This design comes from an exercise in tuning for small area, a short achievable clock period and few clock cycles on the open sky130 flow, not from production work. No run shown here included a check of the RTL's function; only the layout flow was run.

==> flow/design.v (outline; a module is shown in full before it is edited, if it fits) <==
// module pixel_calculator: 1689 lines
// module plane_mapper: 87 lines
// module pixel_scheduler: 31 lines
// module mandelbrot_engine: 138 lines
module mandelbrot_engine (
	input logic tb_clk,
	input logic rst_n,
	input logic start,
	input logic [75:0] region,
	input logic [8-1:0] max_iter,
	output logic busy,
	output logic pixel_valid,
	output logic frame_done,
	output logic [23:0] pixel
);
  // ...
==> flow/flow/run.sh <==
#!/bin/bash
# The standard layout, with the port buffers on buf_2 instead of the
# default delay buffer; the constraints and period are the standard flow's.
set -euo pipefail
export BUFFER_PORTS_ARGS="-buffer_cell sky130_fd_sc_hd__buf_2"
bash standard.sh > standard.log 2>&1
==> flow/standard.sh <==
#!/bin/bash
# synth_recipe.tcl (not shown) runs the flow's synth.tcl, then flattens the netlist and writes it again
# the make line also repeats each setting of config.mk as NAME=value (left out here)
make -C /OpenROAD-flow-scripts/flow DESIGN_CONFIG=/design/flow/config.mk WORK_HOME=/design/flow/orfs CLKGATE_MAP_FILE= SYNTH_SCRIPT=/design/flow/synth_recipe.tcl "${@:-finish}"
==> flow/config.mk <==
export PLATFORM = sky130hd
export DESIGN_NAME = mandelbrot_engine
export DESIGN_NICKNAME = mandelbrot_engine
export VERILOG_FILES = /design/flow/design.v
export SDC_FILE = /design/flow/constraint.sdc
export NUM_CORES = 4
export LEC_CHECK = 0
export CAP_MARGIN = 20
export CORE_MARGIN = 2
export CORE_UTILIZATION = 40
export CTS_BUF_LIST = sky130_fd_sc_hd__clkbuf_8
export CTS_CLUSTER_DIAMETER = 80
export CTS_CLUSTER_SIZE = 20
export PLACE_DENSITY = 0.6
export SLEW_MARGIN = 20
==> flow/constraint.sdc <==
create_clock -name core_clock -period 15.0 [get_ports {tb_clk}]
set_input_delay 3.0000 -clock core_clock [delete_from_list [all_inputs] [get_ports {tb_clk}]]
set_output_delay 3.0000 -clock core_clock [all_outputs]
set_load 0.01 [all_outputs]
==> impl_metrics.tcl, run 1 <==
set metrics [dict create \
    status "no timing/DRC/antenna violations" \
    grt_usage_pct 18.1 \
    crit_top_cell "inv_1" \
    rr_worst_depth 17 \
    seqCellArea_um2 9790 \
    layout.nets 3589 \
    grt_use_met1_pct 24.7 \
    path_cells "inv_1 -> ha_1 -> inv_1 -> fa_1 -> inv_1 -> fa_1 -> inv_1 -> fa_1 -> nor2b_1 -> o21ai_0 -> a21boi_0 -> o21ai_0 -> a21boi_0 -> o2111ai_1 -> a31oi_1 -> and4_1 -> nor3_1" \
    synth_fa_ha_area_share_pct 30.6 \
    top_register "region_q" \
    reg.largest.list "region_q x56, pixel x24" \
    reg2reg_from "unit[0].pixel_calculator_i.m_bi[1]$_DFF_P_" \
    seq_share_pct 32.3 \
    cts_hold_buf 0 \
    antenna_left 0 \
    hp-class "reg2reg" \
    post-route-drc-count 0 \
    layout_common_cells "inv_1, nand2_1, dfxtp_1" \
    dr_total_vias 19200 \
    layout_commonest_cell "inv_1" \
    cts_buffers 35 \
    clockBufferCount 36 \
    yosys-top-cells-count "inv_1, nand2_1, dfxtp_1" \
    syn_area_um2 28100 \
    multi_input_area_share_pct 53.4 \
    clk_path_buf_depth 3 \
    met3WireLength_mm 2.87 \
    post_drt_via_cell_ratio 4.86 \
    timing.rr.end "unit[0].pixel_calculator_i.h_zr[14]$_DFF_P_" \
    skew_ns 0.0521 \
    ys.flop_type "dfxtp_1" \
    crit_fanout 3 \
    cts_tree "done" \
    grt_pass1_vias 19700 \
    syn-num-nets 3529 \
    yosys.cell_types.count 74 \
    critPathArrivalTime_ns 4.83 \
    critPathBufInv 4 \
    place_congestion 0.866 \
    clock_latency_ns 0.65 \
    die_w_um 269 \
]
==> run 2, diff against run 1 <==
==> flow/flow/run.sh (replaced) <==
#!/bin/bash
# The standard layout, with the port buffers on buf_4 instead of the
# default delay buffer; the constraints and period are the standard flow's.
set -euo pipefail
export BUFFER_PORTS_ARGS="-buffer_cell sky130_fd_sc_hd__buf_4"
bash standard.sh > standard.log 2>&1
--- a/flow/config.mk
+++ b/flow/config.mk
@@ -10,5 +10,4 @@
 export CORE_UTILIZATION = 40
-export CTS_BUF_LIST = sky130_fd_sc_hd__clkbuf_8
-export CTS_CLUSTER_DIAMETER = 80
-export CTS_CLUSTER_SIZE = 20
+export CTS_CLUSTER_DIAMETER = 100
+export CTS_CLUSTER_SIZE = 24
 export PLACE_DENSITY = 0.6
==> run 2 against run 1 <==
  * Still clean on timing, DRC and antenna
  * Non-clock buffer count unchanged
  * Critical path depth unchanged
  * Synthesized cell count unchanged
  * Flip-flop and latch count unchanged
  * Design area increased by 1.2%
  * Sequential share of layout area decreased by 0.39 points
  * Highest routed layer unchanged
==> impl_metrics.tcl, run 2 <==
set metrics [dict create \
    htreeDepth 1 \
    final_util_pct 43.9 \
    worst_pin_slew_ns 1.02 \
    io_pins 114 \
    cp_data_required_time_ns 15.49 \
    yosys.area.top_type "dfxtp_1" \
    crit_fanout 3 \
    fp-row-count 97 \
    start_util_pct 40.3 \
    hold-path-cell-count 0 \
    grt_pass1_wl_mm 105 \
    status "no timing/DRC/antenna violations" \
    clock-sinks 436 \
    layout.nets 3579 \
    synth-xor-area-share_pct 3.36 \
    area_delta_synth_final_pct 9.09 \
    nFillCells 6906 \
    crit_top_cell "inv_1" \
    synth_edf_count 106 \
    finalSetupViolCount 0 \
    cp_slowest_cell "fa_1" \
    synth_top_family_by_area "adder cells" \
    antenna_found_initial 0 \
    synth_compound_area_share_pct 7.19 \
    finalCritPeriodShare_pct 28.8 \
    syn_area_um2 28100 \
    ys.flop_type "dfxtp_1" \
    post_cts.resized_instances 0 \
    post_cts_buffers 0 \
    yosys_warnings 5 \
    fin_crit_ns 4.32 \
    layout_commonest_cell "inv_1" \
    yosysMostFrequentCell "inv_1" \
    skew_ns 0.0394 \
    synth_fa_ha_area_share_pct 30.6 \
    cts_buffers 25 \
    synthMuxAreaShare_pct 0.658 \
    grt_overflow 0 \
    hold_viol 0 \
    dr_total_vias 19400 \
    die_w_um 269 \
    place_congestion 0.844 \
    worst_setup_path_end_kind "flop" \
    post_drt_via_cell_ratio 4.92 \
    syn-num-nets 3529 \
    hpwl_mm 50.2 \
    cts_tree "done" \
    grt_pass1_vias 19700 \
    ys_ff_latch 436 \
    path_clk_slew_ns 0.10 \
    max_stage_delay_ns 0.52 \
    top_register "region_q" \
    grt_usage_pct 17.9 \
    postSynthAreaPerCell_um2 9.61 \
    startpoint_type "flop" \
    yosys-top-cells-area "dfxtp_1, fa_1, edfxtp_1" \
    synth_sequential_area_ratio_pct 34.8 \
    reg.largest.list "region_q x56, pixel x24" \
    fin_setup_tns_ns 0 \
    wire_per_inst_um 16.4 \
    yosysTopAreaCellShare_pct 23.5 \
    yosys.cell_types.count 74 \
    rsz0062_at_grt "no" \
    largest_register_ffs 56 \
    final_layout_size_suffix_gt1_share_pct 7.41 \
    rr_worst_depth 17 \
    cts_hold_buf 0 \
    critPathArrivalTime_ns 4.81 \
    yosys.area_share.simple_pct 15.6 \
    die_h_um 269 \
    async_reset_ff_share_pct 0 \
    path_cells "inv_1 -> ha_1 -> inv_1 -> fa_1 -> inv_1 -> fa_1 -> inv_1 -> fa_1 -> nor2b_1 -> o21ai_0 -> a21boi_0 -> o21ai_0 -> a21boi_0 -> o2111ai_1 -> a31oi_1 -> and4_1 -> nor3_1" \
    portBuffers 113 \
    core_area_um2 69900 \
    totalWireLength_mm 64.4 \
    maxCapViolCount 0 \
    grt_start_max_net_pins 94 \
    seqCellArea_um2 9790 \
    max_freq_mhz 232 \
    antenna_left 0 \
    synthCells 2928 \
    slew_viol_final 0 \
    first_pass_iters 5 \
    diodes 0 \
    yosys-top-cells-count "inv_1, nand2_1, dfxtp_1" \
    drt-initial-drc-count 1137 \
    multi_input_area_um2 16200 \
    cts_root_buffer "clkbuf_16" \
    clock_latency_ns 0.59 \
    hp-class "reg2reg" \
    clk_path_buf_depth 3 \
    slew_headroom_pct 32.2 \
    crit_type "reg2reg" \
    layout_common_cells "inv_1, nand2_1, dfxtp_1" \
    post-route-drc-count 0 \
    die_area_um2 72500 \
]
run 2: cell type report:
| type | count | area share, % |
|---|---|---|
| clock buffers | 34 | 2.18 |
| inverters | 479 | 5.86 |
| multi-input cells | 1912 | 52.8 |
| flip-flops and latches | 436 | 31.9 |
| repair buffers | 124 | 3.03 |
| clock inverters | 9 | 0.444 |
| well taps | 940 | 3.83 |
run 2: critical path: cells and delay by family (launching register included):
kind | cells | cell delay [ns]
buf+inv | 4 | 0.21
simple gates | 3 | 0.40
compound gates | 6 | 1.50
fa+ha+maj | 4 | 1.73
flops | 1 | 0.37
run 2: final timing paths:
kind | startpoint | end | slack (ns)
setup / recovery | unit[0].pixel_calculator_i.m_bi[1]$_DFF_P_ | unit[0].pixel_calculator_i.h_zr[14]$_DFF_P_ | 10.68
hold / removal | unit[0].pixel_calculator_i.m_si[7]$_DFF_P_ | unit[0].pixel_calculator_i.h_si[7]$_DFF_P_ | 0.32
setup reg to reg | unit[0].pixel_calculator_i.m_bi[1]$_DFF_P_ | unit[0].pixel_calculator_i.h_zr[14]$_DFF_P_ | 10.68
hold reg to reg | unit[0].pixel_calculator_i.m_si[7]$_DFF_P_ | unit[0].pixel_calculator_i.h_si[7]$_DFF_P_ | 0.32
run 2: cell families after synthesis:
logic type / after synthesis
simple gates: 968
mux: 17
buf+inv: 580
flops: 436
fa+ha+maj: 514
xor+xnor: 108
compound gates: 305
run 2: metrics by stage:
step                area (um^2)  instances  setup slack [ns]  hold WS, ns
floorplan                 28100       2928             11.22        0.310
global placement          29900       3891             10.72        0.310
detailed placement        29900       3891             10.66        0.312
CTS                       30700       3934             10.65        0.323
global route              30700       3934             10.37        0.323
finish                    30700       3934             10.68        0.322
run 2: per-layer routing:
metal  vias to the layer above  global-route usage, %  wire [um]
li1                       9442                      -          -
met2                       388                   29.8      30100
met3                        91                   2.24       2880
met4                         0                   5.12       1890
met1                      9439                   24.6      29500
met5                         -                      0          0

==> port drivers added, routing unchanged <==
No port has a modelled driver above. Below, the same layouts with a new extraction and two added sets of constraints.
Step 1 (the two cells are an assumption about what drives the block):
set clk [get_ports {tb_clk}]
set_driving_cell -lib_cell sky130_fd_sc_hd__clkbuf_16 $clk
set_driving_cell -lib_cell sky130_fd_sc_hd__buf_2 [delete_from_list [all_inputs] $clk]
Step 2 times the ports against the registers' clock, not the clock port: input delays grow and output delays shrink by t, the midpoint of the rising clock arrivals with the driver on.
Slacks: no drivers / after step 1 / after step 2; pairs: no drivers / after step 1.
run	t, ns	slack for setup (ns)	hold WS [ns]	clock arrival spread, ns	worst data-port slew with drivers (ns)
run 1	0.688	10.708 / 10.708 / 10.708	0.330 / 0.330 / 0.330	0.055 / 0.055	0.05
run 2	0.639	10.682 / 10.682 / 10.682	0.322 / 0.322 / 0.322	0.043 / 0.043	0.07
After both steps setup and hold are still met in every run listed.
